Context: an optimization exercise on an open-source flow, tuned for small area and a short achievable clock period. The choices shown serve that exercise and are no tape-out recipe.
The RTL was checked by simulation tests, not by an equivalence proof against the original design.
Power is estimated from default activity; no workload was simulated.

==> design.v <==
package imem_pkg;
  typedef enum logic {
    IMEM_LOAD = 1'b0,
    IMEM_RUN  = 1'b1
  } imem_state_e;
  localparam int IMEM_ADDR_W = 8;
  localparam int IMEM_DATA_W = 16;
  localparam int IMEM_DEPTH  = 256;
  function automatic logic even_par(input logic [63:0] d);
    return (^d);
  endfunction
endpackage
module imem_ram #(
  parameter int ADDR_W = 8,
  parameter int WIDTH  = 16,
  parameter int DEPTH  = 256
) (
  input  logic              clk,
  input  logic              rst_n,
  input  logic              i_we,
  input  logic [ADDR_W-1:0] i_waddr,
  input  logic [WIDTH-1:0]  i_wdata,
  input  logic              i_re,
  input  logic [ADDR_W-1:0] i_raddr,
  output logic [WIDTH-1:0]  o_rdata
);
  logic [WIDTH-1:0] r_mem [DEPTH];
  logic [WIDTH-1:0] r_rdata;
  always_ff @(posedge clk) begin
    if (i_we) r_mem[i_waddr] <= i_wdata;
  end
  always_ff @(posedge clk or negedge rst_n) begin
    if (!rst_n)    r_rdata <= '0;
    else if (i_re) r_rdata <= r_mem[i_raddr];
  end
  assign o_rdata = r_rdata;
endmodule
module imem_boot #(
  parameter int ADDR_W = imem_pkg::IMEM_ADDR_W,
  parameter int DATA_W = imem_pkg::IMEM_DATA_W,
  parameter int DEPTH  = imem_pkg::IMEM_DEPTH
) (
  input  logic              clk,
  input  logic              rst_n,
  input  logic              ld_valid,
  input  logic [DATA_W-1:0] ld_data,
  input  logic              ld_last,
  output logic              ld_ready,
  input  logic              reload,
  output logic              boot_done,
  output logic [ADDR_W:0]   ld_count,
  input  logic              fetch_en,
  input  logic [ADDR_W-1:0] fetch_addr,
  output logic [DATA_W-1:0] fetch_data,
  output logic              fetch_valid,
  output logic              parity_err
);
  localparam int IW = (DEPTH > 1) ? $clog2(DEPTH) : 1;
  localparam int MW = DATA_W;
  localparam logic [ADDR_W-1:0] LAST_PTR = ADDR_W'(DEPTH - 1);
  localparam logic [ADDR_W:0]   DEPTH_V  = (ADDR_W + 1)'(DEPTH);
  imem_pkg::imem_state_e       r_state;
  logic [ADDR_W-1:0] r_ptr;
  logic [ADDR_W:0]   r_cnt;
  logic              r_ld_ready;
  logic              r_boot_done;
  logic              r_vld;
  logic              r_oor;
  logic              w_accept;
  logic              w_in_range;
  logic              w_fetch;
  logic              w_re;
  logic [MW-1:0]     w_wdata;
  logic [MW-1:0]     w_rdata;
  assign w_accept   = (r_state == imem_pkg::IMEM_LOAD) && ld_valid;
  assign w_in_range = {1'b0, fetch_addr} < DEPTH_V;
  assign w_fetch    = (r_state == imem_pkg::IMEM_RUN) && fetch_en && !reload;
  assign w_re       = w_fetch && w_in_range;
  always_ff @(posedge clk or negedge rst_n) begin
    if (!rst_n) begin
      r_state     <= imem_pkg::IMEM_LOAD;
      r_ptr       <= '0;
      r_cnt       <= '0;
      r_ld_ready  <= 1'b1;
      r_boot_done <= 1'b0;
      r_vld       <= 1'b0;
      r_oor       <= 1'b0;
    end else begin
      case (r_state)
        imem_pkg::IMEM_LOAD: begin
          r_vld <= 1'b0;
          if (ld_valid) begin
            r_ptr <= r_ptr + 1'b1;
            r_cnt <= r_cnt + 1'b1;
            if (ld_last || (r_ptr == LAST_PTR)) begin
              r_state     <= imem_pkg::IMEM_RUN;
              r_ld_ready  <= 1'b0;
              r_boot_done <= 1'b1;
            end
          end
        end
        imem_pkg::IMEM_RUN: begin
          r_vld <= w_fetch;
          if (w_fetch) r_oor <= !w_in_range;
          if (reload) begin
            r_state     <= imem_pkg::IMEM_LOAD;
            r_ptr       <= '0;
            r_cnt       <= '0;
            r_ld_ready  <= 1'b1;
            r_boot_done <= 1'b0;
          end
        end
        default: r_state <= imem_pkg::IMEM_LOAD;
      endcase
    end
  end
  assign w_wdata    = ld_data;
  assign parity_err = 1'b0;
  imem_ram #(
    .ADDR_W (IW),
    .WIDTH  (MW),
    .DEPTH  (DEPTH)
  ) u_ram (
    .clk     (clk),
    .rst_n   (rst_n),
    .i_we    (w_accept),
    .i_waddr (r_ptr[IW-1:0]),
    .i_wdata (w_wdata),
    .i_re    (w_re),
    .i_raddr (fetch_addr[IW-1:0]),
    .o_rdata (w_rdata)
  );
  assign ld_ready    = r_ld_ready;
  assign boot_done   = r_boot_done;
  assign ld_count    = r_cnt;
  assign fetch_valid = r_vld;
  assign fetch_data  = r_oor ? '0 : w_rdata[DATA_W-1:0];
endmodule
==> run.sh <==
#!/bin/bash
# synth_recipe.tcl (not shown) runs the flow's synth.tcl, then flattens the netlist and writes it again
# the make line also repeats each setting of config.mk as NAME=value (left out here)
make -C /OpenROAD-flow-scripts/flow DESIGN_CONFIG=/design/flow/config.mk WORK_HOME=/design/flow/orfs CLKGATE_MAP_FILE= SYNTH_SCRIPT=/design/flow/synth_recipe.tcl finish
==> config.mk <==
export PLATFORM = sky130hd
export DESIGN_NAME = imem_boot
export DESIGN_NICKNAME = imem_boot
export VERILOG_FILES = /design/flow/design.v
export SDC_FILE = /design/flow/constraint.sdc
export NUM_CORES = 4
export LEC_CHECK = 0
export CAP_MARGIN = 20
export CORE_MARGIN = 2
export CORE_UTILIZATION = 40
export SLEW_MARGIN = 20
==> constraint.sdc <==
create_clock -name core_clock -period 4.5 [get_ports {clk}]
set_input_delay 0.9000 -clock core_clock [delete_from_list [all_inputs] [get_ports {clk}]]
set_output_delay 0.9000 -clock core_clock [all_outputs]
set_load 0.01 [all_outputs]
==> notes.md <==
[where the power goes]
part,switching [mW],internal (mW)
registers,0.245,42.5
clock network,14.7,19.5
logic,2.96,1.51
[final cells by class]
type	count	share of cell area, %
timing repair buffer	792	3.95
clock buffer	502	5.95
inverter	7	0.0183
tap	5265	3.58
clock inverter	274	1.39
antenna	10	0.0136
multi-input combinational	2937	17.8
sequential	4133	67.3
[layer usage]
metal | vias to the layer above | part of all wire [%] | track usage, %
met4 | 6 | 3.7 | 7.34
met5 | - | 0.0099 | 0
met2 | 3940 | 47 | 34.0
met1 | 43800 | 41 | 30.4
li1 | 33300 | - | -
met3 | 627 | 8.5 | 3.54
[registers in the layout, indices dropped and copies added (netlist names)]
register	flops
r_ptr	8
r_cnt	9
r_state	1
r_vld	1
r_ld_ready	1
u_ram.r_rdata	16
r_boot_done	1
u_ram.r_mem	4096
[layout by cell type (no fill, tap or decap), types with 11 or more instances in the layout]
master	Yosys	final
o21ai_0	109	107
o221ai_1	96	96
clkinvlp_4	0	18
clkdlybuf4s50_1	0	36
a221oi_1	41	41
clkinv_2	0	84
nand3_1	62	53
mux4_1	45	45
a22oi_1	76	76
o211ai_1	13	13
mux4_2	721	721
a21oi_1	92	92
nor2_1	303	248
a2111oi_0	64	56
clkbuf_1	139	70
buf_8	37	18
nor2_2	0	52
nand2_1	210	209
clkinv_4	0	11
nor3_1	46	45
bufinv_16	0	37
nand4_1	29	29
a211oi_1	54	54
clkbuf_8	5	11
dfrtp_1	36	36
edfxtp_1	4096	4096
o22ai_1	183	183
clkinv_1	1	99
a31oi_1	15	15
a211o_1	15	15
buf_12	15	79
buf_4	41	651
and3_1	22	22
clkbuf_16	0	421
mux2i_1	582	582
a22o_1	32	32
[logic make-up after synthesis]
logic type / Yosys count
buf+inv: 455
other cells: 1
xor+xnor: 1
fa+ha+maj: 5
flops: 4133
compound gates: 843
mux: 1351
simple gates: 736
[worst min path at each step]
stage	to	startpoint	slack [ps]
floorplan	r_ld_ready$_DFFE_PN1P_	r_ld_ready$_DFFE_PN1P_	460
detailed placement	r_cnt[8]$_DFFE_PN0P_	r_cnt[8]$_DFFE_PN0P_	510
global placement	r_cnt[8]$_DFFE_PN0P_	r_cnt[8]$_DFFE_PN0P_	460
finish	r_cnt[2]$_DFFE_PN0P_	rst_n	80
global route	r_cnt[3]$_DFFE_PN0P_	rst_n	90
CTS	r_cnt[3]$_DFFE_PN0P_	rst_n	30
[worst max-delay path: cells and delay by family]
family | cells | cell delay (ps)
AOI/OAI and AO/OA | 3 | 1590
buffers and inverters | 3 | 1070
muxes | 1 | 290
and+or+nand+nor | 3 | 1110
[stage by stage]
| stage | area (um2) | setup WS, ps |
|---|---|---|
| after detailed placement | 170000 | -423 |
| after global routing | 184000 | 463 |
| after CTS | 184000 | 625 |
| after global placement | 170000 | -498 |
| after floorplan | 160000 | 1330 |
| final | 184000 | 263 |
==> metrics.yaml <==
drcViolationCount: 0
seq_area_um2: 124000
postSynth.asyncResetShare_pct: 0.895
critical-path-slowest-cell: "a2111oi_0"
ant_nets: 0
main_combinational_cell_family_by_area_after_synthesis: "multiplexers"
rr_worst_depth: 8
drt-total-wl_mm: 445
synth-seq-area-share_pct: 77.5
post_synth_instance_area_um2: 160000
post-place-cells: 13100
post_synthesis_compound_gate_area_fraction_pct: 3.71
inserted_clock_buffers: 418
layout.filler_cells: 32700
r2r_end: "u_ram.r_rdata[8]$_DFFE_PN0P_"
timing.setup.critical_path_class: "primary input to flop"
synth_adder_area_share_pct: 0.0391
floorplan.initialDensity_pct: 40.1
floorplan.die.height_um: 636
regToRegStartpoint: "r_state$_DFF_PN0_"
cap_viol_max_count: 0
yosys.cell_count.top_type: "edfxtp_1"
route.vias.total: 81700
post_drt_via_cell_ratio: 5.87
yosys-mux-area-fraction_pct: 14.6
grt_pass1_wl_mm: 623
outcome: "finished clean"
clockRootBuffer: "clkbuf_16"
finalHoldViolCount: 0
rows: 232
layout-drive-gt1-share_pct: 25.2
groute.usage.overall_pct: 21.5
p_leak_nw: 59.3
fin_util_pct: 46.2
hold_buf_cts: 0
maximum_operating_frequency_mhz: 236
synth_nets: 7560
htree_num_levels: 5
area_growth_pct: 15.2
detailedPlacementHpwl_mm: 278
ys_top_cells_by_count: "edfxtp_1, mux4_2, mux2i_1, nor2_1, nand2_1"
post_synth_and_or_nand_nor_area_fraction_pct: 2.03
tightestPinTransition_ps: 1300
multiInputGateArea_um2: 32800
die_w_um: 636
sum_of_internal_switching_and_leakage_power_mw: 81.4
final_min_period_over_clock_period_pct: 94.2
relSlewSlack_pct: 13.0
critical_path_sink: "u_ram.r_rdata[8]$_DFFE_PN0P_"
critical_path.max_fanout: 38
synth.yosys.warnings: 2
rsz0062_at_grt: "no"
setup_viol: 0
layout.nets: 8324
boundaryPins: 59
hold-worst-slack_ps: 82.5
skew_ps: 58.9
count_of_flip_flops_with_a_built_in_enable_after_synthesis: 4096
synth_area_per_cell_um2: 21.2
routedWlPerCell_um: 32.0
clk_path_buf_depth: 4
die_area_um2: 405000
floorplan.core_area_um2: 399000
drt_iter0_markers: 10600
cts_tree: "done"
power.density_nw_per_um2: 442
max_stage_delay_ps: 950
clock_sinks: 4133
post_synth_num_cell_types: 79
synthTopCellsByArea: "edfxtp_1, mux4_2, mux2i_1"
cts.repair.resized: 0
antenna_violations_before_repair: 30
ir_drop_worst_vdd_v: 0.000352
clk_latency_ps: 990
hp-class: "primary input to asynchronous set/reset pin"
gr-total-overflow: 0
grt_pass1_vias: 80700
port-buffer-count: 57
postSynthCellCount: 7525
synth_xor_area_share_pct: 0.00548
drt_pass1_iterations: 7
post-cts-setup-buffers: 0
period_needed_ps: 4240
synth.largest_area_cell: "edfxtp_1"
finish.cell_count_without_fillers: 13900
final_max_slew_viol_count: 0
worst_ep_required_time_ps: 5400
r2r_setup_slack_ps: 400
timing.critical_path.from: "fetch_addr[0]"
synth_seq_cells: 4133
largest_net_degree_at_the_start_of_global_routing: 137
fin_setup_tns_ps: 0
crit_chain: "buf_16 > buf_12 > buf_4 > mux4_2 > nand2_1 > a21oi_1 > o22ai_1 > a2111oi_0 > nand4_1 > nand3_1"
start_kind: "primary input"
cts.reportedPaths.clkPinSlew_ps: 70
cp.arrival_ps: 5130
setup.worst_path.end_class: "flop"
fraction_of_synthesized_cell_area_taken_by_the_top_area_cell_type_pct: 77.0
ys_dominant_reg_cell: "edfxtp_1"
place.gp.congestion: 0.900

-- afterwards: timing with drivers on the ports --
In the flow no input, the clock included, has a driving cell. The finished layout below was timed again as built, in two steps.
Step 1 sets driving cells, clkbuf_16 on the clock port and buf_2 on the other inputs (assumed; they add their load-dependent delay and slew).
Step 2 moves the port delays by t, midway between the first and last clock arrival at a register: inputs arrive t later, outputs are due t later. That takes back most of the time a late clock gives input paths.
a / b / c = ideal ports / drivers / drivers and shift; a / b = the first two.
t (ns): 1.073
setup WS [ns]: 0.263 / 0.273 / -0.800
hold slack, ns: 0.082 / -0.004 / 0.519
worst setup path at the end: input to register
With both steps, setup timing fails in this run, where it was met with ideal ports. The setup slack of this run moves by +0.010 ns with the drivers and by -1.063 ns with both steps.
